Context: an optimization exercise on an open-source flow, tuned for small area, a short achievable clock period and few clock cycles per item. The choices shown serve that exercise and are no tape-out recipe.
In this exercise RTL edits were held to simulation tests only and were not proved equivalent to the original.
Power is estimated from default activity; no workload was simulated.

==> flow/design.v <==
`default_nettype none
package gqd_pkg;
  localparam int PIX_W       = 8;
  localparam int NOISE_W     = 16;
  localparam int LVL_W       = 9;
  localparam int DIM_W       = 13;
  localparam int POS_W       = 12;
  localparam int ADDR_W      = 4;
  localparam int DATA_W      = 32;
  localparam logic [LVL_W-1:0] LEVELS_RST = 9'd16;
  localparam logic [DIM_W-1:0] WIDTH_RST  = 13'd640;
  localparam logic [DIM_W-1:0] HEIGHT_RST = 13'd480;
  typedef enum logic [1:0] {
    REG_LEVELS = 2'd0,
    REG_DITHER = 2'd1,
    REG_WIDTH  = 2'd2,
    REG_HEIGHT = 2'd3
  } gqd_reg_t;
endpackage
`default_nettype wire
`default_nettype none
module gqd_div (
  input  wire logic [7:0] a,
  input  wire logic [6:0] mf,
  output logic      [7:0] prod
);
  logic ws1;
  logic wc1;
  logic ws2;
  logic wc2;
  logic ws3;
  logic wc3;
  logic ws4;
  logic wc4;
  logic ws5;
  logic wc5;
  logic ws6;
  logic wc6;
  logic ws7;
  logic wc7;
  logic ws8;
  logic wc8;
  logic ws9;
  logic wc9;
  logic ws10;
  logic wc10;
  logic ws11;
  logic wc11;
  logic ws12;
  logic wc12;
  logic ws13;
  logic wc13;
  logic ws14;
  logic wc14;
  logic ws15;
  logic wc15;
  logic ws16;
  logic wc16;
  logic ws17;
  logic wc17;
  logic ws18;
  logic wc18;
  logic ws19;
  logic wc19;
  logic ws20;
  logic wc20;
  logic ws21;
  logic wc21;
  logic ws22;
  logic wc22;
  logic ws23;
  logic wc23;
  logic ws24;
  logic wc24;
  logic ws25;
  logic wc25;
  logic ws26;
  logic wc26;
  logic ws27;
  logic wc27;
  logic ws28;
  logic wc28;
  logic ws29;
  logic wc29;
  logic ws30;
  logic wc30;
  logic ws31;
  logic wc31;
  logic ws32;
  logic wc32;
  logic ws33;
  logic wc33;
  logic ws34;
  logic wc34;
  logic ws35;
  logic wc35;
  assign ws1 = (a[0] & mf[6]) ^ (a[1] & mf[5]);
  assign wc1 = (a[0] & mf[6]) & (a[1] & mf[5]);
  assign ws2 = (a[1] & mf[6]) ^ (a[2] & mf[5]) ^ (a[3] & mf[4]);
  assign wc2 = ((a[1] & mf[6]) & (a[2] & mf[5])) | ((a[1] & mf[6]) & (a[3] & mf[4])) | ((a[2] & mf[5]) & (a[3] & mf[4]));
  assign ws3 = (a[2] & mf[6]) ^ (a[3] & mf[5]);
  assign wc3 = (a[2] & mf[6]) & (a[3] & mf[5]);
  assign ws4 = (a[0] & mf[4]) ^ (a[1] & mf[3]);
  assign wc4 = (a[0] & mf[4]) & (a[1] & mf[3]);
  assign ws5 = (a[0] & mf[5]) ^ (a[1] & mf[4]) ^ (a[2] & mf[3]);
  assign wc5 = ((a[0] & mf[5]) & (a[1] & mf[4])) | ((a[0] & mf[5]) & (a[2] & mf[3])) | ((a[1] & mf[4]) & (a[2] & mf[3]));
  assign ws6 = (a[3] & mf[2]) ^ (a[4] & mf[1]);
  assign wc6 = (a[3] & mf[2]) & (a[4] & mf[1]);
  assign ws7 = (a[2] & mf[4]) ^ (a[3] & mf[3]) ^ (a[4] & mf[2]);
  assign wc7 = ((a[2] & mf[4]) & (a[3] & mf[3])) | ((a[2] & mf[4]) & (a[4] & mf[2])) | ((a[3] & mf[3]) & (a[4] & mf[2]));
  assign ws8 = (a[5] & mf[1]) ^ (a[6] & mf[0]) ^ ws1;
  assign wc8 = ((a[5] & mf[1]) & (a[6] & mf[0])) | ((a[5] & mf[1]) & ws1) | ((a[6] & mf[0]) & ws1);
  assign ws9 = (a[4] & mf[3]) ^ (a[5] & mf[2]) ^ (a[6] & mf[1]);
  assign wc9 = ((a[4] & mf[3]) & (a[5] & mf[2])) | ((a[4] & mf[3]) & (a[6] & mf[1])) | ((a[5] & mf[2]) & (a[6] & mf[1]));
  assign ws10 = (a[0] | (a[7] & mf[0])) ^ wc1 ^ ws2;
  assign wc10 = ((a[0] | (a[7] & mf[0])) & wc1) | ((a[0] | (a[7] & mf[0])) & ws2) | (wc1 & ws2);
  assign ws11 = (a[4] & mf[4]) ^ (a[5] & mf[3]) ^ (a[6] & mf[2]);
  assign wc11 = ((a[4] & mf[4]) & (a[5] & mf[3])) | ((a[4] & mf[4]) & (a[6] & mf[2])) | ((a[5] & mf[3]) & (a[6] & mf[2]));
  assign ws12 = (a[1] | (a[7] & mf[1])) ^ wc2 ^ ws3;
  assign wc12 = ((a[1] | (a[7] & mf[1])) & wc2) | ((a[1] | (a[7] & mf[1])) & ws3) | (wc2 & ws3);
  assign ws13 = (a[3] & mf[6]) ^ (a[4] & mf[5]) ^ (a[5] & mf[4]);
  assign wc13 = ((a[3] & mf[6]) & (a[4] & mf[5])) | ((a[3] & mf[6]) & (a[5] & mf[4])) | ((a[4] & mf[5]) & (a[5] & mf[4]));
  assign ws14 = (a[6] & mf[3]) ^ (a[2] | (a[7] & mf[2])) ^ wc3;
  assign wc14 = ((a[6] & mf[3]) & (a[2] | (a[7] & mf[2]))) | ((a[6] & mf[3]) & wc3) | ((a[2] | (a[7] & mf[2])) & wc3);
  assign ws15 = (a[4] & mf[6]) ^ (a[5] & mf[5]) ^ (a[6] & mf[4]);
  assign wc15 = ((a[4] & mf[6]) & (a[5] & mf[5])) | ((a[4] & mf[6]) & (a[6] & mf[4])) | ((a[5] & mf[5]) & (a[6] & mf[4]));
  assign ws16 = (a[0] & mf[3]) ^ (a[1] & mf[2]);
  assign wc16 = (a[0] & mf[3]) & (a[1] & mf[2]);
  assign ws17 = (a[2] & mf[2]) ^ (a[3] & mf[1]) ^ (a[4] & mf[0]);
  assign wc17 = ((a[2] & mf[2]) & (a[3] & mf[1])) | ((a[2] & mf[2]) & (a[4] & mf[0])) | ((a[3] & mf[1]) & (a[4] & mf[0]));
  assign ws18 = (a[5] & mf[0]) ^ wc4 ^ ws5;
  assign wc18 = ((a[5] & mf[0]) & wc4) | ((a[5] & mf[0]) & ws5) | (wc4 & ws5);
  assign ws19 = wc5 ^ wc6 ^ ws7;
  assign wc19 = (wc5 & wc6) | (wc5 & ws7) | (wc6 & ws7);
  assign ws20 = wc7 ^ wc8 ^ ws9;
  assign wc20 = (wc7 & wc8) | (wc7 & ws9) | (wc8 & ws9);
  assign ws21 = wc9 ^ wc10 ^ ws11;
  assign wc21 = (wc9 & wc10) | (wc9 & ws11) | (wc10 & ws11);
  assign ws22 = wc11 ^ wc12 ^ ws13;
  assign wc22 = (wc11 & wc12) | (wc11 & ws13) | (wc12 & ws13);
  assign ws23 = (a[3] | (a[7] & mf[3])) ^ wc13 ^ wc14;
  assign wc23 = ((a[3] | (a[7] & mf[3])) & wc13) | ((a[3] | (a[7] & mf[3])) & wc14) | (wc13 & wc14);
  assign ws24 = (a[5] & mf[6]) ^ (a[6] & mf[5]) ^ (a[4] | (a[7] & mf[4]));
  assign wc24 = ((a[5] & mf[6]) & (a[6] & mf[5])) | ((a[5] & mf[6]) & (a[4] | (a[7] & mf[4]))) | ((a[6] & mf[5]) & (a[4] | (a[7] & mf[4])));
  assign ws25 = (a[0] & mf[2]) ^ (a[1] & mf[1]);
  assign wc25 = (a[0] & mf[2]) & (a[1] & mf[1]);
  assign ws26 = (a[2] & mf[1]) ^ (a[3] & mf[0]) ^ ws16;
  assign wc26 = ((a[2] & mf[1]) & (a[3] & mf[0])) | ((a[2] & mf[1]) & ws16) | ((a[3] & mf[0]) & ws16);
  assign ws27 = ws4 ^ wc16 ^ ws17;
  assign wc27 = (ws4 & wc16) | (ws4 & ws17) | (wc16 & ws17);
  assign ws28 = ws6 ^ wc17 ^ ws18;
  assign wc28 = (ws6 & wc17) | (ws6 & ws18) | (wc17 & ws18);
  assign ws29 = ws8 ^ wc18 ^ ws19;
  assign wc29 = (ws8 & wc18) | (ws8 & ws19) | (wc18 & ws19);
  assign ws30 = ws10 ^ wc19 ^ ws20;
  assign wc30 = (ws10 & wc19) | (ws10 & ws20) | (wc19 & ws20);
  assign ws31 = ws12 ^ wc20 ^ ws21;
  assign wc31 = (ws12 & wc20) | (ws12 & ws21) | (wc20 & ws21);
  assign ws32 = ws14 ^ wc21 ^ ws22;
  assign wc32 = (ws14 & wc21) | (ws14 & ws22) | (wc21 & ws22);
  assign ws33 = ws15 ^ wc22 ^ ws23;
  assign wc33 = (ws15 & wc22) | (ws15 & ws23) | (wc22 & ws23);
  assign ws34 = wc15 ^ wc23 ^ ws24;
  assign wc34 = (wc15 & wc23) | (wc15 & ws24) | (wc23 & ws24);
  assign ws35 = (a[6] & mf[6]) ^ (a[5] | (a[7] & mf[5])) ^ wc24;
  assign wc35 = ((a[6] & mf[6]) & (a[5] | (a[7] & mf[5]))) | ((a[6] & mf[6]) & wc24) | ((a[5] | (a[7] & mf[5])) & wc24);
  logic [14:0] row_a, row_b;
  assign row_a = {a[7], (a[6] | (a[7] & mf[6])), wc34, wc33, wc32, wc31, wc30, wc29, wc28, wc27, wc26, wc25, (a[2] & mf[0]), (a[0] & mf[1]), (a[0] & mf[0])};
  assign row_b = {1'b0, wc35, ws35, ws34, ws33, ws32, ws31, ws30, ws29, ws28, ws27, ws26, ws25, (a[1] & mf[0]), 1'b0};
  logic [14:0] sum;
  assign sum  = row_a + row_b;
  assign prod = sum[14:7];
endmodule
module gqd_mulr (
  input  wire logic [7:0] v,
  input  wire logic [7:0] n,
  output logic      [7:0] x
);
  logic ws1;
  logic wc1;
  logic ws2;
  logic wc2;
  logic ws3;
  logic wc3;
  logic ws4;
  logic wc4;
  logic ws5;
  logic wc5;
  logic ws6;
  logic wc6;
  logic ws7;
  logic wc7;
  logic ws8;
  logic wc8;
  logic ws9;
  logic wc9;
  logic ws10;
  logic wc10;
  logic ws11;
  logic wc11;
  logic ws12;
  logic wc12;
  logic ws13;
  logic wc13;
  logic ws14;
  logic wc14;
  logic ws15;
  logic wc15;
  logic ws16;
  logic wc16;
  logic ws17;
  logic wc17;
  logic ws18;
  logic wc18;
  logic ws19;
  logic wc19;
  logic ws20;
  logic wc20;
  logic ws21;
  logic wc21;
  logic ws22;
  logic wc22;
  logic ws23;
  logic wc23;
  assign ws1 = (v[0] & n[6]) ^ (v[1] & n[5]);
  assign wc1 = (v[0] & n[6]) & (v[1] & n[5]);
  assign ws2 = (v[0] & n[7]) ^ (v[1] & n[6]) ^ (v[2] & n[5]);
  assign wc2 = ((v[0] & n[7]) & (v[1] & n[6])) | ((v[0] & n[7]) & (v[2] & n[5])) | ((v[1] & n[6]) & (v[2] & n[5]));
  assign ws3 = (v[3] & n[4]) ^ (v[4] & n[3]);
  assign wc3 = (v[3] & n[4]) & (v[4] & n[3]);
  assign ws4 = (v[0] & n[4]) ^ (v[1] & n[3]);
  assign wc4 = (v[0] & n[4]) & (v[1] & n[3]);
  assign ws5 = (v[0] & n[5]) ^ (v[1] & n[4]) ^ (v[2] & n[3]);
  assign wc5 = ((v[0] & n[5]) & (v[1] & n[4])) | ((v[0] & n[5]) & (v[2] & n[3])) | ((v[1] & n[4]) & (v[2] & n[3]));
  assign ws6 = (v[3] & n[2]) ^ (v[4] & n[1]);
  assign wc6 = (v[3] & n[2]) & (v[4] & n[1]);
  assign ws7 = (v[2] & n[4]) ^ (v[3] & n[3]) ^ (v[4] & n[2]);
  assign wc7 = ((v[2] & n[4]) & (v[3] & n[3])) | ((v[2] & n[4]) & (v[4] & n[2])) | ((v[3] & n[3]) & (v[4] & n[2]));
  assign ws8 = (v[5] & n[1]) ^ (v[6] & n[0]) ^ ws1;
  assign wc8 = ((v[5] & n[1]) & (v[6] & n[0])) | ((v[5] & n[1]) & ws1) | ((v[6] & n[0]) & ws1);
  assign ws9 = (v[5] & n[2]) ^ (v[6] & n[1]) ^ (v[7] & n[0]);
  assign wc9 = ((v[5] & n[2]) & (v[6] & n[1])) | ((v[5] & n[2]) & (v[7] & n[0])) | ((v[6] & n[1]) & (v[7] & n[0]));
  assign ws10 = wc1 ^ ws2 ^ ws3;
  assign wc10 = (wc1 & ws2) | (wc1 & ws3) | (ws2 & ws3);
  assign ws11 = (v[0] & n[3]) ^ (v[1] & n[2]);
  assign wc11 = (v[0] & n[3]) & (v[1] & n[2]);
  assign ws12 = (v[2] & n[2]) ^ (v[3] & n[1]) ^ (v[4] & n[0]);
  assign wc12 = ((v[2] & n[2]) & (v[3] & n[1])) | ((v[2] & n[2]) & (v[4] & n[0])) | ((v[3] & n[1]) & (v[4] & n[0]));
  assign ws13 = (v[5] & n[0]) ^ wc4 ^ ws5;
  assign wc13 = ((v[5] & n[0]) & wc4) | ((v[5] & n[0]) & ws5) | (wc4 & ws5);
  assign ws14 = wc5 ^ wc6 ^ ws7;
  assign wc14 = (wc5 & wc6) | (wc5 & ws7) | (wc6 & ws7);
  assign ws15 = wc7 ^ wc8 ^ ws9;
  assign wc15 = (wc7 & wc8) | (wc7 & ws9) | (wc8 & ws9);
  assign ws16 = wc2 ^ wc3 ^ wc9;
  assign wc16 = (wc2 & wc3) | (wc2 & wc9) | (wc3 & wc9);
  assign ws17 = (v[0] & n[2]) ^ (v[1] & n[1]);
  assign wc17 = (v[0] & n[2]) & (v[1] & n[1]);
  assign ws18 = (v[2] & n[1]) ^ (v[3] & n[0]) ^ ws11;
  assign wc18 = ((v[2] & n[1]) & (v[3] & n[0])) | ((v[2] & n[1]) & ws11) | ((v[3] & n[0]) & ws11);
  assign ws19 = ws4 ^ wc11 ^ ws12;
  assign wc19 = (ws4 & wc11) | (ws4 & ws12) | (wc11 & ws12);
  assign ws20 = ws6 ^ wc12 ^ ws13;
  assign wc20 = (ws6 & wc12) | (ws6 & ws13) | (wc12 & ws13);
  assign ws21 = ws8 ^ wc13 ^ ws14;
  assign wc21 = (ws8 & wc13) | (ws8 & ws14) | (wc13 & ws14);
  assign ws22 = ws10 ^ wc14 ^ ws15;
  assign wc22 = (ws10 & wc14) | (ws10 & ws15) | (wc14 & ws15);
  assign ws23 = wc10 ^ wc15 ^ ws16;
  assign wc23 = (wc10 & wc15) | (wc10 & ws16) | (wc15 & ws16);
  logic [7:0] row_a, row_b;
  assign row_a = {wc21, wc20, wc19, wc18, wc17, (v[2] & n[0]), (v[0] & n[1]), (v[0] & n[0])};
  assign row_b = {ws22, ws21, ws20, ws19, ws18, ws17, (v[1] & n[0]), 1'b0};
  logic [7:0] na, nb, csa_s, csa_c;
  assign na = ~row_a;
  assign nb = ~row_b;
  assign csa_s = na ^ nb ^ 8'd130;
  assign csa_c = (na & nb) | ((na | nb) & 8'd130);
  assign x = csa_s + (csa_c << 1);
endmodule
`default_nettype wire
`default_nettype none
module gqd_build
(
  input  wire logic [8:0] levels,
  output logic [2:0]      shift,
  output logic [6:0]      mul,
  output logic            big,
  output logic            pow2
);
  logic [7:0] nm1;
  logic [7:0] d;
  always_comb begin
    nm1   = levels[7:0] - 1'b1;           
    big   = levels > 9'd128;
    pow2  = !big && ((levels & (levels - 1'b1)) == 9'd0);
    shift = nm1[6] ? 3'd7 : nm1[5] ? 3'd6 : nm1[4] ? 3'd5 : nm1[3] ? 3'd4 :
            nm1[2] ? 3'd3 : nm1[1] ? 3'd2 : nm1[0] ? 3'd1 : 3'd0;
    if (levels == 9'd0) begin
      shift = 3'd0;
    end
    d = (levels == 9'd0) ? 8'd128 : 8'(levels[7:0] << (3'd7 - shift));
    case (6'(d - 8'd65))
      6'd0: mul = 7'd125;
      6'd1: mul = 7'd121;
      6'd2: mul = 7'd117;
      6'd3: mul = 7'd113;
      6'd4: mul = 7'd110;
      6'd5: mul = 7'd107;
      6'd6: mul = 7'd103;
      6'd7: mul = 7'd100;
      6'd8: mul = 7'd97;
      6'd9: mul = 7'd94;
      6'd10: mul = 7'd91;
      6'd11: mul = 7'd88;
      6'd12: mul = 7'd85;
      6'd13: mul = 7'd83;
      6'd14: mul = 7'd80;
      6'd15: mul = 7'd77;
      6'd16: mul = 7'd75;
      6'd17: mul = 7'd72;
      6'd18: mul = 7'd70;
      6'd19: mul = 7'd68;
      6'd20: mul = 7'd65;
      6'd21: mul = 7'd63;
      6'd22: mul = 7'd61;
      6'd23: mul = 7'd59;
      6'd24: mul = 7'd57;
      6'd25: mul = 7'd55;
      6'd26: mul = 7'd53;
      6'd27: mul = 7'd51;
      6'd28: mul = 7'd49;
      6'd29: mul = 7'd47;
      6'd30: mul = 7'd45;
      6'd31: mul = 7'd43;
      6'd32: mul = 7'd41;
      6'd33: mul = 7'd40;
      6'd34: mul = 7'd38;
      6'd35: mul = 7'd36;
      6'd36: mul = 7'd35;
      6'd37: mul = 7'd33;
      6'd38: mul = 7'd32;
      6'd39: mul = 7'd30;
      6'd40: mul = 7'd29;
      6'd41: mul = 7'd27;
      6'd42: mul = 7'd26;
      6'd43: mul = 7'd24;
      6'd44: mul = 7'd23;
      6'd45: mul = 7'd21;
      6'd46: mul = 7'd20;
      6'd47: mul = 7'd19;
      6'd48: mul = 7'd17;
      6'd49: mul = 7'd16;
      6'd50: mul = 7'd15;
      6'd51: mul = 7'd14;
      6'd52: mul = 7'd13;
      6'd53: mul = 7'd11;
      6'd54: mul = 7'd10;
      6'd55: mul = 7'd9;
      6'd56: mul = 7'd8;
      6'd57: mul = 7'd7;
      6'd58: mul = 7'd6;
      6'd59: mul = 7'd5;
      6'd60: mul = 7'd4;
      6'd61: mul = 7'd3;
      6'd62: mul = 7'd2;
      6'd63: mul = 7'd0;
      default: mul = '0;
    endcase
  end
endmodule
`default_nettype wire
`default_nettype none
module gqd_pipe
(
  input  wire logic        clk,
  input  wire logic        rst_n,
  input  wire logic [7:0]  n_lo_i,      
  input  wire logic [2:0]  shift_i,     
  input  wire logic [6:0]  mul_i,
  input  wire logic        big_i,
  input  wire logic        pow2_i,
  input  wire logic        dither_i,
  input  wire logic [12:0] width_i,
  input  wire logic [12:0] height_i,
  input  wire logic        in_valid,
  output logic             in_ready,
  input  wire logic [23:0] in_data,
  output logic             out_valid,
  input  wire logic        out_ready,
  output logic [8:0]       out_data
);
  localparam int PW = gqd_pkg::POS_W;
  logic en, accept;
  logic sk_valid_r;
  assign en       = !sk_valid_r;
  assign in_ready = en;
  assign accept   = in_valid && en;
  logic [PW-1:0] col_r, row_r;
  logic [PW:0]   col_p1, row_p1;
  logic          row_end, plane_end, pos;
  always_comb begin
    col_p1    = {1'b0, col_r} + 1'b1;
    row_p1    = {1'b0, row_r} + 1'b1;
    row_end   = col_p1[PW] || (col_p1 >= width_i);
    plane_end = row_end && (row_p1[PW] || (row_p1 >= height_i));
    pos       = !(col_r[0] ^ row_r[0]);
  end
  always_ff @(posedge clk) begin
    if (!rst_n) begin
      col_r <= '0;
      row_r <= '0;
    end else if (accept) begin
      col_r <= row_end ? '0 : col_p1[PW-1:0];
      if (row_end) begin
        row_r <= plane_end ? '0 : row_p1[PW-1:0];
      end
    end
  end
  logic       s1_v, s1_pe, s1_up, s1_inc;
  logic [7:0] s1_p;
  logic [6:0] s1_fh;
  always_ff @(posedge clk) begin
    if (!rst_n) begin
      s1_v <= 1'b0;
    end else if (en) begin
      s1_v <= accept;
    end
    if (en) begin
      s1_pe   <= plane_end;
      s1_p    <= in_data[23:16];
      s1_fh   <= dither_i ? in_data[15:9] : 7'd0;
      s1_up   <= dither_i && pos;
      s1_inc  <= dither_i && (pos ? (in_data[15:0] != 16'd0) :
                                    (in_data[15:0] == 16'hFFFF && pow2_i));
    end
  end
  logic [7:0] p1;
  gqd_div u_div1 (
    .a    ({1'b0, s1_fh}),
    .mf   (mul_i),
    .prod (p1)
  );
  logic       s2_v, s2_pe, s2_up, s2_inc;
  logic [7:0] s2_p;
  logic [7:0] s2_prod;
  always_ff @(posedge clk) begin
    if (!rst_n) begin
      s2_v <= 1'b0;
    end else if (en) begin
      s2_v <= s1_v;
    end
    if (en) begin
      s2_pe   <= s1_pe;
      s2_p    <= s1_p;
      s2_up   <= s1_up;
      s2_inc  <= s1_inc;
      s2_prod <= big_i ? 8'd0 : p1;
    end
  end
  logic [6:0] q1;
  logic [8:0] vsum;
  logic [7:0] v;
  always_comb begin
    q1   = 7'(s2_prod >> shift_i);
    vsum = {1'b0, s2_p} + ({2'b00, q1} ^ {9{!s2_up}}) + {8'd0, s2_up ? s2_inc : !s2_inc};
    v    = vsum[8] ? {8{s2_up}} : vsum[7:0];
  end
  logic       s3_v, s3_pe;
  logic [7:0] s3_vp;
  always_ff @(posedge clk) begin
    if (!rst_n) begin
      s3_v <= 1'b0;
    end else if (en) begin
      s3_v <= s2_v;
    end
    if (en) begin
      s3_pe <= s2_pe;
      s3_vp <= v;
    end
  end
  logic [7:0] x, y;
  logic       sgn;
  gqd_mulr u_mulr (
    .v (s3_vp),
    .n (n_lo_i),
    .x (x)
  );
  always_comb begin
    sgn = x[7] && (x[6:0] != 7'd0);
    y   = x ^ {8{sgn}};
  end
  logic       s4_v, s4_pe, s4_sgn;
  logic [7:0] s4_vp, s4_y;
  always_ff @(posedge clk) begin
    if (!rst_n) begin
      s4_v <= 1'b0;
    end else if (en) begin
      s4_v <= s3_v;
    end
    if (en) begin
      s4_pe  <= s3_pe;
      s4_vp  <= s3_vp;
      s4_y   <= y;
      s4_sgn <= sgn;
    end
  end
  logic [7:0] p2;
  gqd_div u_div2 (
    .a    (s4_y),
    .mf   (mul_i),
    .prod (p2)
  );
  logic       s5_v, s5_pe, s5_sgn;
  logic [7:0] s5_vp;
  logic [7:0] s5_prod;
  always_ff @(posedge clk) begin
    if (!rst_n) begin
      s5_v <= 1'b0;
    end else if (en) begin
      s5_v <= s4_v;
    end
    if (en) begin
      s5_pe   <= s4_pe;
      s5_vp   <= s4_vp;
      s5_sgn  <= s4_sgn;
      s5_prod <= big_i ? 8'd0 : p2;
    end
  end
  logic [7:0] q2;
  logic [8:0] osum;
  logic [7:0] opix;
  always_comb begin
    q2   = 8'(s5_prod >> shift_i);
    osum = {1'b0, s5_vp} + ({1'b0, q2} ^ {9{s5_sgn}});
    opix = osum[8] ? 8'hFF : osum[7:0];
  end
  logic       out_valid_r;
  logic [8:0] out_data_r, sk_data_r;
  always_ff @(posedge clk) begin
    if (!rst_n) begin
      out_valid_r <= 1'b0;
      sk_valid_r  <= 1'b0;
    end else if (en) begin
      if (!out_valid_r || out_ready) begin
        out_valid_r <= s5_v;
      end else begin
        sk_valid_r  <= s5_v;
      end
    end else if (out_ready) begin
      sk_valid_r  <= 1'b0;
    end
    if (en) begin
      if (!out_valid_r || out_ready) begin
        out_data_r <= {opix, s5_pe};
      end else begin
        sk_data_r  <= {opix, s5_pe};
      end
    end else if (out_ready) begin
      out_data_r <= sk_data_r;
    end
  end
  assign out_valid = out_valid_r;
  assign out_data  = out_data_r;
endmodule
`default_nettype wire
`default_nettype none
module gray_quantizer_with_dither
(
  input  wire logic              clk,
  input  wire logic              rst_n,
  input  wire logic              in_valid,
  output logic                   in_ready,
  input  wire logic [23:0]       in_data,
  output logic                   out_valid,
  input  wire logic              out_ready,
  output logic [8:0]             out_data,
  input  wire logic              psel,
  input  wire logic              penable,
  input  wire logic              pwrite,
  input  wire logic [gqd_pkg::ADDR_W-1:0] paddr,
  input  wire logic [gqd_pkg::DATA_W-1:0] pwdata,
  output logic [gqd_pkg::DATA_W-1:0]      prdata,
  output logic                   pready
);
  logic [gqd_pkg::LVL_W-1:0] levels_r;
  logic                      dither_r;
  logic [gqd_pkg::DIM_W-1:0] width_r;
  logic [gqd_pkg::DIM_W-1:0] height_r;
  logic [7:0]                n_lo;
  logic [2:0]                shift_r;
  logic [6:0]                mul_r;
  gqd_pkg::gqd_reg_t         reg_idx;
  logic                      wr_en;
  assign pready  = 1'b1;
  assign reg_idx = gqd_pkg::gqd_reg_t'(paddr[gqd_pkg::ADDR_W-1:2]);
  assign wr_en   = psel && penable && pwrite;
  always_ff @(posedge clk) begin
    if (!rst_n) begin
      levels_r <= gqd_pkg::LEVELS_RST;
      dither_r <= 1'b0;
      width_r  <= gqd_pkg::WIDTH_RST;
      height_r <= gqd_pkg::HEIGHT_RST;
    end else if (wr_en) begin
      case (reg_idx)
        gqd_pkg::REG_LEVELS: levels_r <= pwdata[gqd_pkg::LVL_W-1:0];
        gqd_pkg::REG_DITHER: dither_r <= pwdata[0];
        gqd_pkg::REG_WIDTH:  width_r  <= pwdata[gqd_pkg::DIM_W-1:0];
        gqd_pkg::REG_HEIGHT: height_r <= pwdata[gqd_pkg::DIM_W-1:0];
        default: begin
        end
      endcase
    end
  end
  logic [2:0] shift_c;
  logic [6:0] mul_c;
  logic       big_c, pow2_c;
  gqd_build u_build (
    .levels (levels_r),
    .shift  (shift_c),
    .mul    (mul_c),
    .big    (big_c),
    .pow2   (pow2_c)
  );
  always_ff @(posedge clk) begin
    shift_r <= shift_c;
    mul_r   <= mul_c;
  end
  assign n_lo = (levels_r == '0) ? 8'd1 : levels_r[7:0];
  always_comb begin
    case (reg_idx)
      gqd_pkg::REG_LEVELS: prdata = gqd_pkg::DATA_W'(levels_r);
      gqd_pkg::REG_DITHER: prdata = gqd_pkg::DATA_W'(dither_r);
      gqd_pkg::REG_WIDTH:  prdata = gqd_pkg::DATA_W'(width_r);
      gqd_pkg::REG_HEIGHT: prdata = gqd_pkg::DATA_W'(height_r);
      default:             prdata = '0;
    endcase
  end
  gqd_pipe u_pipe (
    .clk       (clk),
    .rst_n     (rst_n),
    .n_lo_i    (n_lo),
    .shift_i   (shift_r),
    .mul_i     (mul_r),
    .big_i     (big_c),
    .pow2_i    (pow2_c),
    .dither_i  (dither_r),
    .width_i   (width_r),
    .height_i  (height_r),
    .in_valid  (in_valid),
    .in_ready  (in_ready),
    .in_data   (in_data),
    .out_valid (out_valid),
    .out_ready (out_ready),
    .out_data  (out_data)
  );
endmodule
`default_nettype wire
==> flow/flow/run.sh <==
#!/bin/bash
# The standard layout (the standard.sh: ORFS synthesis to final layout), with the
# ports buffered by buf_1 cells instead of the resizer's default choice.
export BUFFER_PORTS_ARGS="-buffer_cell sky130_fd_sc_hd__buf_1"
bash standard.sh > standard_flow.log 2>&1
==> flow/standard.sh <==
#!/bin/bash
# synth_recipe.tcl (not shown) runs the flow's synth.tcl, then flattens the netlist and writes it again
# the make line also repeats each setting of config.mk as NAME=value (left out here)
make -C /OpenROAD-flow-scripts/flow DESIGN_CONFIG=/design/flow/config.mk WORK_HOME=/design/flow/orfs CLKGATE_MAP_FILE= SYNTH_SCRIPT=/design/flow/synth_recipe.tcl "${@:-finish}"
==> flow/config.mk <==
export PLATFORM = sky130hd
export DESIGN_NAME = gray_quantizer_with_dither
export DESIGN_NICKNAME = gray_quantizer_with_dither
export VERILOG_FILES = /design/flow/design.v
export SDC_FILE = /design/flow/constraint.sdc
export NUM_CORES = 4
export LEC_CHECK = 0
export ABC_AREA = 1
export CAP_MARGIN = 20
export CORE_MARGIN = 2
export CORE_UTILIZATION = 40
export CTS_BUF_LIST = sky130_fd_sc_hd__clkbuf_4 sky130_fd_sc_hd__clkbuf_8
export CTS_CLUSTER_SIZE = 40
export PLACE_DENSITY = 0.7
export SETUP_SLACK_MARGIN = 3.9
export SLEW_MARGIN = 20
==> flow/constraint.sdc <==
create_clock -name core_clock -period 8.0 [get_ports {clk}]
set_input_delay 1.6000 -clock core_clock [delete_from_list [all_inputs] [get_ports {clk}]]
set_output_delay 1.6000 -clock core_clock [all_outputs]
set_load 0.01 [all_outputs]
==> flow_summary.json, run 1 <==
{
  "worstMarginPinSlew_ns": 0.853,
  "clk_pin_slew_ns": 0.11,
  "final_nets": 2171,
  "drv_cap": 0,
  "critPathMaxStageDelay_ns": 0.54,
  "antenna_cells": 0,
  "areaGrowthSynthToFinish_pct": 12.2,
  "ant_nets": 0,
  "critical_path_class": "reg -> reg",
  "synth_area_sq_um": 14400,
  "synth-edff-count": 100,
  "pwr-share-clk_pct": 13.0,
  "power_frac_seq_pct": 29.3,
  "p_sw_uw": 2240,
  "worstSkewPairLatency_ns": 0.50,
  "initial_utilization_pct": 40.5,
  "status": "timing/DRC/antenna clean",
  "vias_per_cell": 5.01,
  "pwr_density_cell_nw_per_um2": 300,
  "ios": 111,
  "postSynth.asyncResetShare_pct": 0,
  "synth_cells": 1828,
  "dp_cells": 2303,
  "ys_ff_latch": 177,
  "avgSynthCellArea_sq_um": 7.89,
  "final_area_sq_um": 16200,
  "final-instance-count-excl-fill": 2391,
  "die_h_microns": 194,
  "critPathMaxFanout": 8,
  "cts_hold_buf": 0,
  "rsz0062_at_grt": "yes",
  "antenna_found_initial": 0,
  "dpl-instance-area_sq_um": 15000,
  "root_buffer": "clkbuf_8",
  "dieArea_sq_um": 37600,
  "hold_viol_final": 0,
  "dp_hpwl_microns": 25100,
  "grt_pass1_wl_microns": 54100,
  "drcViolationCount": 0,
  "core_region_area_sq_um": 35600,
  "p_int_uw": 2610,
  "clock_path_buffers": 2,
  "vias": 11985,
  "gp_congestion": 0.873,
  "relSlewSlack_pct": 42.4,
  "synth_ff_type": "edfxtp_1",
  "setup_violations": 0,
  "ys_top_cells_by_area": "edfxtp_1 (21%), nand2_1 (11%), dfxtp_1 (11%)",
  "worst_path_most_repeated_cell": "nand2_2",
  "hold_class": "reg -> reg",
  "fmax_ghz": 0.241,
  "final_util_pct": 45.5,
  "dr.pass1.iters": 5,
  "cts_tree": "yes",
  "period_needed_ns": 4.16,
  "synth.distinct_cells": 59,
  "grt_pass1_vias": 11498,
  "dr.first_iter.drc_count": 894,
  "cp_slowest_cell": "fa_1",
  "ys_warn_count": 3,
  "grt_usage_pct": 17.4,
  "wl_per_cell_microns": 13.9,
  "cp-end-kind": "flip-flop",
  "yosysTopAreaCell": "edfxtp_1",
  "clock-sinks": 177,
  "synth_top_area_share_pct": 20.8,
  "finalMaxSlewViolations": 0,
  "drive_gt1_share_pct": 11.3,
  "grt-ovfl-total": 0,
  "die_x_microns": 194,
  "skew_ns": 0.0241,
  "cp.arrival_ns": 4.40,
  "sw_frac_of_total_pct": 46.2,
  "grt_max_degree": 57,
  "tritoncts.num_buffers": 17,
  "yosysSeqAreaShare_pct": 31.5,
  "cp_data_required_time_ns": 8.24,
  "power_leakage_uw": 0.00792,
  "cp-start-kind": "flip-flop",
  "ir_drop_mv": 0.353,
  "drt-total-wl_microns": 33300,
  "min_period_over_period_pct": 51.9,
  "fin_setup_tns_ns": 0,
  "p_comb_share_pct": 57.8,
  "portBuffers": 69,
  "htree_levels": 4,
  "rows": 69
}
==> cells in the mapped netlist, types with 9 or more instances <==
| library cell | n |
|---|---|
| o221ai_1 | 9 |
| o21ai_0 | 98 |
| o211ai_1 | 11 |
| fa_1 | 72 |
| nand3_1 | 94 |
| xnor2_1 | 15 |
| inv_1 | 338 |
| buf_4 | 22 |
| a21oi_1 | 110 |
| xor2_1 | 45 |
| nor3_1 | 12 |
| nor2_1 | 87 |
| clkbuf_1 | 47 |
| dfxtp_1 | 77 |
| nand4_1 | 19 |
| edfxtp_1 | 100 |
| ha_1 | 115 |
| nand2_1 | 427 |
==> registers in the layout, indices dropped and copies added, names as in the netlist, 9 cells and up <==
name               cells
height_r              13
width_r               13
u_pipe.col_r          12
u_pipe.row_r          12
levels_r               9
u_pipe.out_data_r      9
u_pipe.sk_data_r       9
==> logic make-up after synthesis <==
| logic type | share of synthesized area [%] |
|---|---|
| AO/OA/AOI/OAI | 10.9 |
| XOR/XNOR | 3.91 |
| adder cells (fa/ha/maj) | 20.0 |
| buffers and inverters | 12.0 |
| flip-flops | 31.5 |
| multiplexers | 0.0694 |
| other | 0.0521 |
| AND/OR/NAND/NOR | 21.5 |
==> per-stage QoR <==
stage / power (uW) / hold slack [ns] / setup WS, ns
detailed placement: 3990 / 0.405 / 3.35
global route: 5340 / 0.437 / 3.71
finish: 4860 / 0.423 / 3.84
global placement: 3910 / 0.402 / 3.39
CTS: 4700 / 0.424 / 3.90
floorplan: 3450 / 0.400 / 3.90
==> routing by layer <==
layer  vias up  wire length (microns)  GRT usage, %
li1       5988                      -             -
met1      5698                  14800          22.2
met2       242                  16500          30.2
met3        57                   1190          2.61
met4         0                    824          5.78
met5         -                      0             0
==> cell type report <==
type,count,area [sq um]
sequential,177,4590
clock buffer,19,249
inverter,351,1370
multi-input combinational,1241,8510
tap,461,577
fill,3479,19400
timing repair inverter,1,5.00
clock inverter,13,146
timing repair buffer,128,724
==> power groups by stage <==
stage / Combinational (uW) / Sequential [uW] / Clock [uW]
2_1_floorplan: 2140 / 1310 / 0
3_3_place_gp: 2460 / 1450 / 0
3_5_place_dp: 2540 / 1460 / 0
4_1_cts: 2640 / 1420 / 642
5_1_grt: 3220 / 1440 / 679
6_report: 2810 / 1420 / 629
==> placed cells by master, fill, tap and decap left out, types with 7 or more instances in the layout <==
master and n:
buf_4 59, o21a_1 8, nand4_1 19, buf_1 61
o21ai_1 9, o21ai_0 93, dfxtp_1 63, nor2_1 81
nor4_1 7, ha_1 105, nand2_1 415, ha_4 9
nand3_2 7, inv_1 328, edfxtp_1 100, clkbuf_8 17
inv_6 7, nand3_1 91, nor3_1 12, xnor2_1 15
nand2_2 17, fa_1 70, conb_1 20, a31oi_1 8
inv_2 11, xor2_1 45, o211ai_1 11, o22ai_1 7
dfxtp_4 11, a21oi_1 104, a21o_1 8
==> worst max-delay path: cells and delay by family, from the launching register on <==
family                     cells  cell delay [ns]
and+or+nand+nor               14             1.13
AOI/OAI and AO/OA              2             0.30
xor gates and xnor gates       1             0.18
DFF                            1             0.40
buffers and inverters          5             0.28
adders and majority gates      5             1.62
==> path summary, 6_finish.rpt <==
| check | startpoint | to | slack (ns) | cells after the start |
|---|---|---|---|---|
| worst max-delay path | levels_r[0]$_SDFFE_PN0P_ | u_pipe.s4_y[2]$_DFFE_PN_ | 3.84 | 27 |
| worst min-delay path | u_pipe.s1_inc$_DFFE_PN_ | u_pipe.s2_inc$_DFFE_PN_ | 0.42 | 0 |
| worst max register to register | levels_r[0]$_SDFFE_PN0P_ | u_pipe.s4_y[2]$_DFFE_PN_ | 3.84 | 27 |
| worst min register to register | u_pipe.s1_inc$_DFFE_PN_ | u_pipe.s2_inc$_DFFE_PN_ | 0.42 | 0 |
==> what timing repair did <==
action / CTS / global route
buffers inserted: 23 / 32
cloned: 0 / 1
setup endpoints to repair: 41 / 52
resized for setup: 49 / 74
pin swaps: 13 / 31
Testbench counts, summed over its fixed seeds: cycles 131,552, pixels 131,072.
==> inputs of run 2 (changes only) <==
--- a/flow/design.v
+++ b/flow/design.v
@@ -393,6 +393,6 @@
   localparam int PW = gqd_pkg::POS_W;
   logic en, accept;
-  logic sk_valid_r;
-  assign en       = !sk_valid_r;
+  logic out_valid_r;
+  assign en       = !out_valid_r || out_ready;
   assign in_ready = en;
   assign accept   = in_valid && en;
@@ -536,27 +536,13 @@
     opix = osum[8] ? 8'hFF : osum[7:0];
   end
-  logic       out_valid_r;
-  logic [8:0] out_data_r, sk_data_r;
+  logic [8:0] out_data_r;
   always_ff @(posedge clk) begin
     if (!rst_n) begin
       out_valid_r <= 1'b0;
-      sk_valid_r  <= 1'b0;
     end else if (en) begin
-      if (!out_valid_r || out_ready) begin
-        out_valid_r <= s5_v;
-      end else begin
-        sk_valid_r  <= s5_v;
-      end
-    end else if (out_ready) begin
-      sk_valid_r  <= 1'b0;
+      out_valid_r <= s5_v;
     end
     if (en) begin
-      if (!out_valid_r || out_ready) begin
-        out_data_r <= {opix, s5_pe};
-      end else begin
-        sk_data_r  <= {opix, s5_pe};
-      end
-    end else if (out_ready) begin
-      out_data_r <= sk_data_r;
+      out_data_r <= {opix, s5_pe};
     end
   end
--- a/flow/config.mk
+++ b/flow/config.mk
@@ -9,8 +9,7 @@
 export CAP_MARGIN = 20
 export CORE_MARGIN = 2
-export CORE_UTILIZATION = 40
+export CORE_UTILIZATION = 45
 export CTS_BUF_LIST = sky130_fd_sc_hd__clkbuf_4 sky130_fd_sc_hd__clkbuf_8
 export CTS_CLUSTER_SIZE = 40
-export PLACE_DENSITY = 0.7
-export SETUP_SLACK_MARGIN = 3.9
+export SETUP_SLACK_MARGIN = 4.0
 export SLEW_MARGIN = 20
==> flow_summary.json, run 2 <==
{
  "hold_viol_final": 0,
  "crit_chain": "buf_6 -> nand2_1 -> inv_1 -> ha_4 -> fa_2 -> fa_1 -> inv_1 -> fa_1 -> inv_1 -> ha_4 -> a21o_1 -> a21o_1 -> a221oi_2 -> a21oi_2 -> o31ai_1 -> nor2_1",
  "dr.pass1.iters": 7,
  "synth_xor_area_share_pct": 3.94,
  "dieArea_sq_um": 32300,
  "final_util_pct": 51.6,
  "initial_utilization_pct": 45.6,
  "postSynth.asyncResetShare_pct": 0,
  "die_h_microns": 180,
  "clock-sinks": 167,
  "critPathMaxFanout": 3,
  "synth.distinct_cells": 59,
  "htree_levels": 4,
  "cp_data_required_time_ns": 8.21,
  "portBuffers": 69,
  "gp_congestion": 0.877,
  "status": "timing/DRC/antenna clean",
  "drt-total-wl_microns": 32600,
  "multi_input_area_sq_um": 8530,
  "synth-adder-area-share_pct": 20.7,
  "grt_pass1_wl_microns": 53400,
  "yosysSeqAreaShare_pct": 30.6,
  "ys_ff_latch": 167,
  "finalPower_uw": 5370,
  "final_nets": 2122,
  "highest_layer": "met4",
  "avgSynthCellArea_sq_um": 7.83,
  "cp.arrival_ns": 4.28,
  "dp_hpwl_microns": 24000,
  "tritoncts.num_buffers": 17,
  "grt-ovfl-total": 0,
  "antenna_cells": 0,
  "drcViolationCount": 0,
  "route.met2.wl_microns": 16000,
  "synth_top_area_share_pct": 19.6,
  "cts_hold_buf": 0,
  "fillers": 2928,
  "regArea_sq_um": 4290,
  "synth_area_sq_um": 13900,
  "grt_pass1_vias": 11015,
  "vias_per_cell": 5.08,
  "synth_most_common_cell": "nand2_1",
  "worstSkewPairLatency_ns": 0.48,
  "synth_ff_type": "edfxtp_1",
  "crit_buf_inv": 4,
  "hold_class": "reg -> reg",
  "r2r_setup_slack_ns": 3.93,
  "power_leakage_uw": 0.00774,
  "synth_cells": 1777,
  "power_frac_seq_pct": 25.6,
  "skew_ns": 0.0246,
  "fin_setup_tns_ns": 0,
  "finalMaxSlewViolations": 0,
  "drv_cap": 0,
  "final_cell_mix": "nand2_1 (404), inv_1 (308), nor2_1 (103), ha_1 (101), a21oi_1 (94)",
  "wl_per_cell_microns": 14.3,
  "dp_slack_ns": 3.44,
  "pwr_density_cell_nw_per_um2": 341,
  "grt_max_degree": 55,
  "min_period_over_period_pct": 50.9,
  "critPathMaxStageDelay_ns": 0.53,
  "setup_violations": 0,
  "cts_tree": "yes",
  "ios": 111,
  "rsz0062_at_grt": "yes",
  "root_buffer": "clkbuf_8",
  "vias": 11574,
  "cp-end-kind": "flip-flop",
  "sw_frac_of_total_pct": 46.4,
  "antenna_found_initial": 0,
  "clk_pin_slew_ns": 0.09,
  "ant_nets": 0,
  "synth-edff-count": 91,
  "met3_length_microns": 1270,
  "rows": 64,
  "pwr-share-clk_pct": 11.4,
  "final_common_cell": "nand2_1",
  "synthSimpleGateAreaFrac_pct": 22.3,
  "core_region_area_sq_um": 30500,
  "synth_common_cells": "nand2_1 (416), inv_1 (326), ha_1 (115), nor2_1 (110), a21oi_1 (101)",
  "p_comb_share_pct": 63.0,
  "synth_top_family_by_area": "simple AND/OR/NAND/NOR gates",
  "grt_usage_pct": 20.2,
  "ys_warn_count": 3,
  "cp-start-kind": "flip-flop",
  "critical_path_class": "reg -> reg",
  "relSlewSlack_pct": 38.6,
  "period_needed_ns": 4.07,
  "areaGrowthSynthToFinish_pct": 13.2,
  "clock_path_buffers": 2,
  "p_sw_uw": 2490,
  "ys_top_cells_by_area": "edfxtp_1 (20%), nand2_1 (11%), dfxtp_1 (11%)",
  "wl_met1_microns": 14800,
  "finalWorstSetupSlack_ns": 3.93,
  "yosysTopAreaCell": "edfxtp_1",
  "p_int_uw": 2880,
  "dr.first_iter.drc_count": 700,
  "ir_drop_mv": 0.293,
  "synthMuxAreaShare_pct": 0.0720,
  "die_x_microns": 180,
  "cp_slowest_cell": "fa_1",
  "path_delay_family": "adder cells",
  "worstMarginPinSlew_ns": 0.922,
  "synth_compound_area_share_pct": 10.5,
  "fmax_ghz": 0.245,
  "drive_gt1_share_pct": 12.7,
  "reg_top3": "height_r: 13 flops, width_r: 13 flops",
  "worst_path_most_repeated_cell": "inv_1"
}
run 2: cell count changes in the layout (fill, tap and decap cells not counted), sizes merged, moves of 4 or more:
cell,before,now
a21oi,110,102
a31oi,8,2
buf,127,121
edfxtp,100,91
inv,353,338
nand2,441,432
nand4,20,24
nor2,94,116
nor3,14,5
o21a,8,4
o21ai,104,95
xnor2,15,10
xor2,46,50
run 2: kinds of logic after synthesis:
kind of cell / after synthesis
AND/OR/NAND/NOR: 697
buffers and inverters: 406
AO/OA/AOI/OAI: 256
adder cells (fa/ha/maj): 187
flip-flops: 167
XOR/XNOR: 61
other: 2
multiplexers: 1
run 2: metal layers:
layer	global-route usage [%]	vias up
met3	2.96	30
met4	5.27	0
met2	35.1	250
met1	26.3	5460
li1	-	5834
met5	0	-
run 2: worst paths after layout:
check / startpoint / to / cells after the start
hold reg to reg: u_pipe.s4_vp[3]$_DFFE_PN_ / u_pipe.s5_vp[3]$_DFFE_PN_ / 0
setup / recovery: u_pipe.s4_y[2]$_DFFE_PN_ / u_pipe.s5_prod[7]$_SDFFCE_PP0N_ / 16
setup reg to reg: u_pipe.s4_y[2]$_DFFE_PN_ / u_pipe.s5_prod[7]$_SDFFCE_PP0N_ / 16
hold / removal: u_pipe.s4_vp[3]$_DFFE_PN_ / u_pipe.s5_vp[3]$_DFFE_PN_ / 0
run 2: through the flow:
stage | hold WS, ns | area, sq um | std cells
floorplan | 0.400 | 14100 | 1795
global placement | 0.403 | 14400 | 2193
detailed placement | 0.405 | 14400 | 2193
CTS | 0.416 | 15200 | 2251
global route | 0.418 | 15700 | 2277
finish | 0.414 | 15700 | 2277
run 2: what timing repair did:
action | in CTS | in global routing
gates cloned | 1 | 0
resized for setup | 67 | 84
setup buffers | 25 | 26
pin swaps | 8 | 36
setup endpoints to repair | 51 | 60
run 2: area by class of cell:
class / instances / area share (%)
inverters: 336 / 8.35
multi-input cells: 1223 / 54.2
clock inverters: 12 / 0.731
clock buffers: 20 / 1.71
flip-flops and latches: 167 / 27.3
well taps: 396 / 3.15
repair buffers: 123 / 4.65
run 2: power groups by stage:
stage	combinational, uW	clock, uW	sequential (uW)
final	3380	614	1370
after CTS	2850	634	1370
after detailed placement	2610	0	1410
after global placement	2560	0	1410
after floorplan	2200	0	1260
after global routing	3880	670	1390
Testbench counts of run 2, summed over its fixed seeds: cycles 131,552, pixels 131,072.
==> inputs of run 3 (changes only) <==
--- a/flow/config.mk
+++ b/flow/config.mk
@@ -12,4 +12,5 @@
 export CTS_BUF_LIST = sky130_fd_sc_hd__clkbuf_4 sky130_fd_sc_hd__clkbuf_8
 export CTS_CLUSTER_SIZE = 40
-export SETUP_SLACK_MARGIN = 4.0
+export GPL_TIMING_DRIVEN = 0
+export SETUP_SLACK_MARGIN = 3.8
 export SLEW_MARGIN = 20
==> flow_summary.json, run 3 <==
{
  "htree_levels": 4,
  "grt_usage_pct": 20.6,
  "grt_pass1_vias": 11061,
  "clock-sinks": 167,
  "final_common_cell": "nand2_1",
  "pwr-share-clk_pct": 11.8,
  "ys_ff_latch": 167,
  "status": "timing/DRC/antenna clean",
  "skew_ns": 0.0164,
  "ys_warn_count": 3,
  "synth_common_cells": "nand2_1 (416), inv_1 (326), ha_1 (115), nor2_1 (110), a21oi_1 (101)",
  "r2r.worst_path.cells": 19,
  "ios": 111,
  "yosysTopAreaCell": "edfxtp_1",
  "cts_hold_buf": 0,
  "power_leakage_uw": 0.00794,
  "synth_most_common_cell": "nand2_1",
  "cp-start-kind": "input pin",
  "avgSynthCellArea_sq_um": 7.83,
  "ys_top_cells_by_area": "edfxtp_1 (20%), nand2_1 (11%), dfxtp_1 (11%)",
  "fmax_ghz": 0.239,
  "grt_max_degree": 31,
  "synth_ff_type": "edfxtp_1",
  "drive_gt1_share_pct": 12.2,
  "die_x_microns": 180,
  "synth.distinct_cells": 59,
  "grt-ovfl-total": 0,
  "hold_class": "reg -> reg",
  "dp_hpwl_microns": 26200,
  "tritoncts.num_buffers": 17,
  "drv_cap": 0,
  "synth-edff-count": 91,
  "whs_path_depth": 0,
  "worstSkewPairLatency_ns": 0.49,
  "die_h_microns": 180,
  "vias": 11794,
  "postSynth.asyncResetShare_pct": 0,
  "fin_setup_tns_ns": 0,
  "drcViolationCount": 0,
  "areaGrowthSynthToFinish_pct": 14.6,
  "dp_cells": 2263,
  "drt-total-wl_microns": 33400,
  "root_buffer": "clkbuf_8",
  "p_comb_share_pct": 63.2,
  "cts_tree": "yes",
  "relSlewSlack_pct": 43.5,
  "min_period_over_period_pct": 52.2,
  "sw_frac_of_total_pct": 47.0,
  "p_sw_uw": 2380,
  "cp_data_required_time_ns": 6.40,
  "synth_area_sq_um": 13900,
  "rows": 64,
  "cp.arrival_ns": 2.58,
  "dr.pass1.iters": 5,
  "reg_top3": "height_r: 13 flops, width_r: 13 flops",
  "wl_per_cell_microns": 14.3,
  "power_frac_seq_pct": 25.0,
  "setup_violations": 0,
  "period_needed_ns": 4.18,
  "yosysSeqAreaShare_pct": 30.6,
  "critical_path_class": "in -> out",
  "rsz0062_at_grt": "yes",
  "synth_cells": 1777,
  "initial_utilization_pct": 45.6,
  "final_cell_mix": "nand2_1 (404), inv_1 (319), ha_1 (107), nor2_1 (105), a21oi_1 (95)",
  "grt_pass1_wl_microns": 54500,
  "gp_congestion": 0.915,
  "dr.first_iter.drc_count": 714,
  "antenna_cells": 0,
  "synth_top_area_share_pct": 19.6,
  "pwr_density_cell_nw_per_um2": 318,
  "vias_per_cell": 5.04,
  "critPathMaxFanout": 8,
  "ant_nets": 0,
  "final-instance-count-excl-fill": 2341,
  "finalMaxSlewViolations": 0,
  "portBuffers": 69,
  "worstMarginPinSlew_ns": 0.842,
  "ir_drop_mv": 0.293,
  "hold_viol_final": 0,
  "cp-end-kind": "output port",
  "core_region_area_sq_um": 30500,
  "finalPower_uw": 5070,
  "dieArea_sq_um": 32300,
  "final_nets": 2186,
  "clock_path_buffers": 2,
  "p_int_uw": 2690,
  "final_util_pct": 52.2,
  "clk_pin_slew_ns": 0.11,
  "antenna_found_initial": 0
}
## run 3: cell count changes in the layout (fill, tap and decap cells not counted), moves of 9 or more
cell,change
buf_1,+9
buf_4,+17
clkbuf_1,+23
clkbuf_2,+9
inv_1,+11
## run 3: critical path: stages
cell and delay, ns:
buf_2 0.14, inv_1 0.09, nor2_4 0.15, inv_1 0.17, o22ai_1 0.24, buf_1 0.18
## run 3: final timing paths
check,start,to,slack [ns]
setup / recovery,paddr[3],prdata[11],3.82
hold / removal,u_pipe.s4_vp[7]$_DFFE_PN_,u_pipe.s5_vp[7]$_DFFE_PN_,0.41
setup reg to reg,levels_r[3]$_SDFFE_PN0P_,u_pipe.s4_sgn$_DFFE_PN_,3.95
hold reg to reg,u_pipe.s4_vp[7]$_DFFE_PN_,u_pipe.s5_vp[7]$_DFFE_PN_,0.41
## run 3: per-layer routing
metal / track usage [%] / vias to the layer above / part of all wire, %
li1: - / 5959 / -
met1: 28.7 / 5469 / 47
met2: 33.2 / 320 / 46
met3: 3.32 / 46 / 5.1
met4: 5.92 / 0 / 2.2
met5: 0 / - / 0
## run 3: area by class of cell
type | instances | area [sq um]
buffer | 70 | 452
clock buffer | 17 | 234
clock inverter | 15 | 155
fill | 2876 | 14600
inverter | 336 | 1290
multi-input combinational | 1223 | 8360
sequential | 167 | 4280
tap | 396 | 495
timing repair buffer | 116 | 664
timing repair inverter | 1 | 5.00
## run 3: logic make-up (layout without fill, tap and decap cells)
family | after synthesis | in the layout | synth area share (%)
flops | 167 | 167 | 30.6
buf+inv | 406 | 555 | 11.8
xor+xnor | 61 | 61 | 3.94
simple gates | 697 | 698 | 22.3
compound gates | 256 | 256 | 10.5
mux | 1 | 1 | 0.0720
fa+ha+maj | 187 | 187 | 20.7
other cells | 2 | 20 | 0.0540
## run 3: power groups by stage
stage	Sequential, uW	Combinational [uW]	Clock, uW
floorplan	1260	2180	0
global placement	1300	2730	0
detailed placement	1300	2760	0
CTS	1280	2840	617
global route	1280	3710	651
finish	1270	3210	598
## run 3: timing repair
action / CTS / global route
gates resized for setup: 48 / 94
pin swaps: 4 / 30
endpoints found under the setup margin: 42 / 50
gates cloned: 1 / 1
setup buffers: 7 / 37
## run 3: through the flow
stage                     hold WS, ns  cell area (sq um)  worst slack [ns]
after global placement          0.401              14700              2.35
final                           0.409              15900              3.82
after CTS                       0.413              15400              3.78
after floorplan                 0.400              14000              3.52
after global routing            0.432              15900              3.75
after detailed placement        0.405              14800              3.22
==> inputs of run 4 (changes only) <==
--- a/flow/config.mk
+++ b/flow/config.mk
@@ -12,5 +12,4 @@
 export CTS_BUF_LIST = sky130_fd_sc_hd__clkbuf_4 sky130_fd_sc_hd__clkbuf_8
 export CTS_CLUSTER_SIZE = 40
-export GPL_TIMING_DRIVEN = 0
 export SETUP_SLACK_MARGIN = 3.8
 export SLEW_MARGIN = 20
==> flow_summary.json, run 4 <==
{
  "synth_common_cells": "nand2_1 (416), inv_1 (326), ha_1 (115), nor2_1 (110), a21oi_1 (101)",
  "ios": 111,
  "avgSynthCellArea_sq_um": 7.83,
  "synth-edff-count": 91,
  "grt_pass1_wl_microns": 52700,
  "worstMarginPinSlew_ns": 0.786,
  "synth_most_common_cell": "nand2_1",
  "min_period_over_period_pct": 51.4,
  "dp_cells": 2194,
  "final_nets": 2108,
  "dp_hpwl_microns": 23900,
  "setup.worst_path.start": "paddr[3]",
  "ys_ff_latch": 167,
  "dpl-instance-area_sq_um": 14400,
  "critPathMaxFanout": 6,
  "relSlewSlack_pct": 47.5,
  "drt-total-wl_microns": 31900,
  "fin_setup_tns_ns": 0,
  "antenna_found_initial": 1,
  "synth_area_sq_um": 13900,
  "initial_utilization_pct": 45.6,
  "worstSkewPairLatency_ns": 0.48,
  "grt_usage_pct": 19.8,
  "met3_length_microns": 1320,
  "power_leakage_uw": 0.00762,
  "ant_nets": 0,
  "dr.first_iter.drc_count": 764,
  "synth_top_area_share_pct": 19.6,
  "dr.pass1.iters": 5,
  "cp.arrival_ns": 2.51,
  "highest_layer": "met5",
  "period_needed_ns": 4.11,
  "grt_pass1_vias": 10826,
  "ys_warn_count": 3,
  "route.met2.wl_microns": 15300,
  "cp-end-kind": "output port",
  "clock_path_buffers": 2,
  "tritoncts.num_buffers": 17,
  "ir_drop_mv": 0.324,
  "antenna_cells": 0,
  "postSynth.asyncResetShare_pct": 0,
  "cp-start-kind": "input pin",
  "grt-ovfl-total": 0,
  "cts_tree": "yes",
  "final_common_cell": "nand2_1",
  "setup_violations": 0,
  "dieArea_sq_um": 32300,
  "clk_pin_slew_ns": 0.09,
  "yosysTopAreaCell": "edfxtp_1",
  "drv_cap": 0,
  "pwr_density_cell_nw_per_um2": 321,
  "cts_hold_buf": 0,
  "finalMaxSlewViolations": 0,
  "rsz0062_at_grt": "yes",
  "yosysSeqAreaShare_pct": 30.6,
  "timing.rr.start": "u_pipe.s4_y[2]$_DFFE_PN_",
  "synth_cells": 1777,
  "cp_data_required_time_ns": 6.40,
  "clock-sinks": 167,
  "root_buffer": "clkbuf_8",
  "critical_path_class": "in -> out",
  "wl_met1_microns": 14700,
  "die_x_microns": 180,
  "gp_congestion": 0.894,
  "drcViolationCount": 0,
  "final_cell_mix": "nand2_1 (413), inv_1 (319), ha_1 (107), nor2_1 (104), a21oi_1 (96)",
  "areaGrowthSynthToFinish_pct": 10.5,
  "portBuffers": 69,
  "status": "timing/DRC/antenna clean",
  "die_h_microns": 180,
  "drive_gt1_share_pct": 9.27,
  "rows": 64,
  "wl_per_cell_microns": 14.1,
  "synth_ff_type": "edfxtp_1",
  "ys_top_cells_by_area": "edfxtp_1 (20%), nand2_1 (11%), dfxtp_1 (11%)",
  "htree_levels": 4,
  "hold_class": "reg -> reg",
  "reg_top3": "height_r: 13 flops, width_r: 13 flops",
  "grt_max_degree": 53,
  "skew_ns": 0.0235,
  "synth.distinct_cells": 59,
  "core_region_area_sq_um": 30500,
  "fmax_ghz": 0.243,
  "vias_per_cell": 4.99,
  "final-instance-count-excl-fill": 2263,
  "hold_viol_final": 0,
  "hp-start": "u_pipe.s1_p[6]$_DFFE_PN_",
  "final_area_sq_um": 15400,
  "vias": 11283
}
[run 4: cell counts after synthesis]
No cell type changed its count.
[run 4: per-layer routing]
metal	vias up	global-route usage [%]
met5	-	0
met4	2	5.50
met3	38	3.34
met2	206	34.2
met1	5228	25.7
li1	5809	-
[run 4: power by group]
group | switching, uW | total, uW | internal, uW
Sequential | 207 | 1380 | 1180
Combinational | 1730 | 2900 | 1170
Clock | 370 | 647 | 277
[run 4: cell type report]
cell class / instances / area, sq um
Sequential cell: 167 / 4290
Clock buffer: 18 / 248
Fill cell: 2918 / 15100
Clock inverter: 14 / 180
Inverter: 336 / 1290
Multi-Input combinational cell: 1224 / 8310
Timing Repair Buffer: 107 / 552
Tap cell: 396 / 495
Timing Repair inverter: 1 / 5.00
[run 4: timing repair]
action	CTS	global route
gates resized for setup	33	49
setup buffers	10	24
pin swaps	3	17
cloned	1	2
setup endpoints to repair	41	61
[run 4: logic make-up after synthesis]
group	after synthesis	share of synthesized area [%]
buffers and inverters	406	11.8
and+or+nand+nor	697	22.3
adders and majority gates	187	20.7
muxes	1	0.0720
DFF	167	30.6
AOI/OAI and AO/OA	256	10.5
xor gates and xnor gates	61	3.94
other	2	0.0540
[run 4: worst max-delay path, stage by stage]
cell and delay, ns:
clkbuf_2 0.13, nor2_2 0.19, inv_1 0.17, o221ai_1 0.23
buf_1 0.19
[run 4: per-stage QoR]
stage	utilization (%)	worst slack (ns)	power, uW	hold slack [ns]
finish	50.4	3.89	4930	0.426
global route	50.4	3.73	5500	0.423
CTS	49.1	3.81	4720	0.425
detailed placement	47.2	3.36	4000	0.405
global placement	47.2	3.42	3960	0.402
floorplan	-	3.52	3440	0.400
[run 4: worst paths after layout]
check | endpoint | slack (ns) | cells past startpoint
worst min-delay path | u_pipe.s2_p[6]$_DFFE_PN_ | 0.43 | 0
worst min register to register | u_pipe.s2_p[6]$_DFFE_PN_ | 0.43 | 0
worst max register to register | u_pipe.s5_prod[7]$_SDFFCE_PP0N_ | 4.00 | 15
worst max-delay path | prdata[5] | 3.89 | 5
==> inputs of run 5 (changes only) <==
--- a/flow/config.mk
+++ b/flow/config.mk
@@ -9,7 +9,7 @@
 export CAP_MARGIN = 20
 export CORE_MARGIN = 2
-export CORE_UTILIZATION = 45
+export CORE_UTILIZATION = 50
 export CTS_BUF_LIST = sky130_fd_sc_hd__clkbuf_4 sky130_fd_sc_hd__clkbuf_8
-export CTS_CLUSTER_SIZE = 40
+export CTS_CLUSTER_SIZE = 30
 export SETUP_SLACK_MARGIN = 3.8
 export SLEW_MARGIN = 20
==> flow_summary.json, run 5 <==
{
  "whs_path_depth": 0,
  "synth_top_family_by_area": "simple AND/OR/NAND/NOR gates",
  "min_period_over_period_pct": 52.3,
  "synth-adder-area-share_pct": 20.7,
  "critical_path_class": "in -> out",
  "ios": 111,
  "vias_per_cell": 5.09,
  "yosysSeqAreaShare_pct": 30.6,
  "final_cell_mix": "nand2_1 (414), inv_1 (318), ha_1 (109), nor2_1 (103), a21oi_1 (95)",
  "ir_drop_mv": 0.323,
  "pwr_density_cell_nw_per_um2": 321,
  "clock-sinks": 167,
  "synth_cells": 1777,
  "r2r_setup_slack_ns": 3.92,
  "fin_setup_tns_ns": 0,
  "dp_cells": 2175,
  "areaGrowthSynthToFinish_pct": 9.90,
  "synth_top_area_share_pct": 19.6,
  "cts_hold_buf": 0,
  "final_nets": 2107,
  "cts_tree": "yes",
  "hold_viol_final": 0,
  "cp_data_required_time_ns": 6.40,
  "finalMaxSlewViolations": 0,
  "synth_compound_area_share_pct": 10.5,
  "portBuffers": 69,
  "ys_warn_count": 3,
  "setup_violations": 0,
  "grt_pass1_wl_microns": 51100,
  "period_needed_ns": 4.19,
  "grt_pass1_vias": 10778,
  "relSlewSlack_pct": 39.0,
  "core_region_area_sq_um": 27600,
  "wl_per_cell_microns": 14.0,
  "synth_common_cells": "nand2_1 (416), inv_1 (326), ha_1 (115), nor2_1 (110), a21oi_1 (101)",
  "fmax_ghz": 0.239,
  "r2r_end": "u_pipe.s4_sgn$_DFFE_PN_",
  "dp_hpwl_microns": 23900,
  "holdWs_ns": 0.414,
  "grt_usage_pct": 22.0,
  "ys_ff_latch": 167,
  "synth_ff_type": "edfxtp_1",
  "grt_max_degree": 75,
  "cp.arrival_ns": 2.59,
  "drive_gt1_share_pct": 9.11,
  "rows": 61,
  "drt-total-wl_microns": 31300,
  "holdPathEnd": "u_pipe.s2_up$_DFFE_PN_",
  "rsz0062_at_grt": "yes",
  "synth_xor_area_share_pct": 3.94,
  "ant_nets": 0,
  "synth_area_sq_um": 13900,
  "drcViolationCount": 0,
  "ys_top_cells_by_area": "edfxtp_1 (20%), nand2_1 (11%), dfxtp_1 (11%)",
  "gp_congestion": 0.824,
  "die_h_microns": 171,
  "avgSynthCellArea_sq_um": 7.83,
  "yosysTopAreaCell": "edfxtp_1",
  "synthSimpleGateAreaFrac_pct": 22.3,
  "skew_ns": 0.0229,
  "vias": 11416,
  "synth-edff-count": 91,
  "r2r.worst_path.cells": 18,
  "power_leakage_uw": 0.00760,
  "antenna_found_initial": 0,
  "dr.first_iter.drc_count": 594,
  "final-instance-count-excl-fill": 2244,
  "synthMuxAreaShare_pct": 0.0720,
  "synth_most_common_cell": "nand2_1",
  "reg_top3": "height_r: 13 flops, width_r: 13 flops",
  "critPathMaxFanout": 8,
  "antenna_cells": 0,
  "cp-start-kind": "input pin",
  "final_common_cell": "nand2_1",
  "initial_utilization_pct": 50.5,
  "hp-start": "u_pipe.s1_up$_DFFE_PN_",
  "drv_cap": 0,
  "clock_path_buffers": 2,
  "worstSkewPairLatency_ns": 0.46,
  "htree_levels": 4,
  "hold_class": "reg -> reg",
  "grt-ovfl-total": 0,
  "dr.pass1.iters": 5,
  "tritoncts.num_buffers": 17,
  "cp-end-kind": "output port",
  "finalPower_uw": 4900,
  "worstMarginPinSlew_ns": 0.915,
  "status": "timing/DRC/antenna clean",
  "root_buffer": "clkbuf_8",
  "clk_pin_slew_ns": 0.10,
  "postSynth.asyncResetShare_pct": 0,
  "timing.rr.start": "u_pipe.s3_vp[1]$_DFFE_PN_",
  "die_x_microns": 171,
  "synth.distinct_cells": 59,
  "dieArea_sq_um": 29200
}
[run 5: cell types whose count changed in the layout (fill, tap and decap cells not counted), sizes merged]
cell / before / now
inv: 339 / 338
clkbuf: 20 / 21
clkinvlp: 4 / 5
nand2: 433 / 431
[run 5: worst max-delay path: stages]
cell and delay, ns:
clkbuf_2 0.18, inv_1 0.11, nor2_4 0.16, inv_2 0.11
o221ai_1 0.23, buf_1 0.20
[run 5: layout make-up]
class / instances / area [sq um]
Fill cell: 2645 / 12300
Multi-Input combinational cell: 1222 / 8270
Sequential cell: 167 / 4290
Inverter: 336 / 1290
Timing Repair Buffer: 107 / 551
Tap cell: 378 / 473
Clock buffer: 19 / 255
Clock inverter: 13 / 134
Timing Repair inverter: 2 / 10.0
[run 5: per-stage QoR]
stage          setup WS (ns)  instance area [sq um]  util, %
2_1_floorplan           3.52                  14000        -
3_3_place_gp            3.39                  14400     52.1
3_5_place_dp            3.35                  14400     52.1
4_1_cts                 3.71                  14900     54.0
5_1_grt                 3.75                  15300     55.5
6_report                3.81                  15300     55.5
[run 5: worst max path at each step]
stage                                        start                         endpoint  slack, ns  depth (start not counted)
final                                     paddr[3]                        prdata[3]       3.81                          6
after global routing      levels_r[0]$_SDFFE_PN0P_         u_pipe.s4_y[0]$_DFFE_PN_       3.75                         26
after floorplan                          out_ready                         in_ready       3.52                          2
after detailed placement          mul_r[5]$_DFF_P_  u_pipe.s5_prod[7]$_SDFFCE_PP0N_       3.35                         15
after global placement    levels_r[0]$_SDFFE_PN0P_         u_pipe.s4_y[1]$_DFFE_PN_       3.39                         19
after CTS                         mul_r[4]$_DFF_P_  u_pipe.s5_prod[7]$_SDFFCE_PP0N_       3.71                         15
[run 5: repair_timing]
| action | 4_1_cts | 5_1_grt |
|---|---|---|
| cloned | 1 | 1 |
| resized for setup | 29 | 56 |
| pin swaps | 3 | 11 |
| buffers inserted | 9 | 26 |
| setup endpoints to repair | 44 | 59 |
[run 5: cells by family (layout without fill, tap and decap cells)]
logic type | after synthesis | count (layout)
buffers and inverters | 406 | 477
DFF | 167 | 167
AOI/OAI and AO/OA | 256 | 256
xor gates and xnor gates | 61 | 61
and+or+nand+nor | 697 | 697
adders and majority gates | 187 | 187
other | 2 | 20
muxes | 1 | 1
[run 5: report_power, final]
| group | leakage (uW) | switching (uW) | internal [uW] |
|---|---|---|---|
| Combinational | 0.00576 | 1740 | 1190 |
| Sequential | 0.00164 | 187 | 1180 |
| Clock | 0.000204 | 335 | 268 |
| Total | 0.00760 | 2270 | 2630 |
[run 5: metal layers]
layer	share of wire [%]	global-route usage, %	up-vias
met2	50	39.6	215
met4	1.6	5.76	0
li1	-	-	5799
met5	0	0	-
met3	3.4	3.08	34
met1	45	27.7	5368

==> static timing again, ports no longer ideal <==
No port has a modelled driver above. Below, the same layouts with a new extraction and two added sets of constraints.
Step 1 sets driving cells, clkbuf_16 on the clock port and buf_2 on the other inputs (assumed; they add their load-dependent delay and slew).
Step 2 moves the port delays by t, midway between the first and last clock arrival at a register: inputs arrive t later, outputs are due t later. That takes back most of the time a late clock gives input paths.
a / b / c = ideal ports / drivers / drivers and shift; a / b = the first two.
run | t, ns | setup WS [ns] | hold slack, ns | clock arrival spread, ns | worst register clock-pin slew, ns
run 1 | 0.529 | 3.844 / 3.844 / 3.844 | 0.423 / 0.423 / 0.423 | 0.024 / 0.024 | 0.11 / 0.11
run 2 | 0.515 | 3.926 / 3.926 / 3.926 | 0.414 / 0.414 / 0.414 | 0.026 / 0.026 | 0.11 / 0.11
run 3 | 0.538 | 3.820 / 3.789 / 3.789 | 0.409 / 0.409 / 0.409 | 0.017 / 0.017 | 0.11 / 0.11
run 4 | 0.514 | 3.890 / 3.848 / 3.848 | 0.426 / 0.426 / 0.426 | 0.027 / 0.027 | 0.12 / 0.12
run 5 | 0.497 | 3.813 / 3.774 / 3.774 | 0.414 / 0.414 / 0.414 | 0.024 / 0.024 | 0.10 / 0.10
After both steps setup and hold are still met in every run listed. For run 4, which loses most, drivers alone change the setup slack by -0.042 ns; drivers and shift together by -0.042 ns.
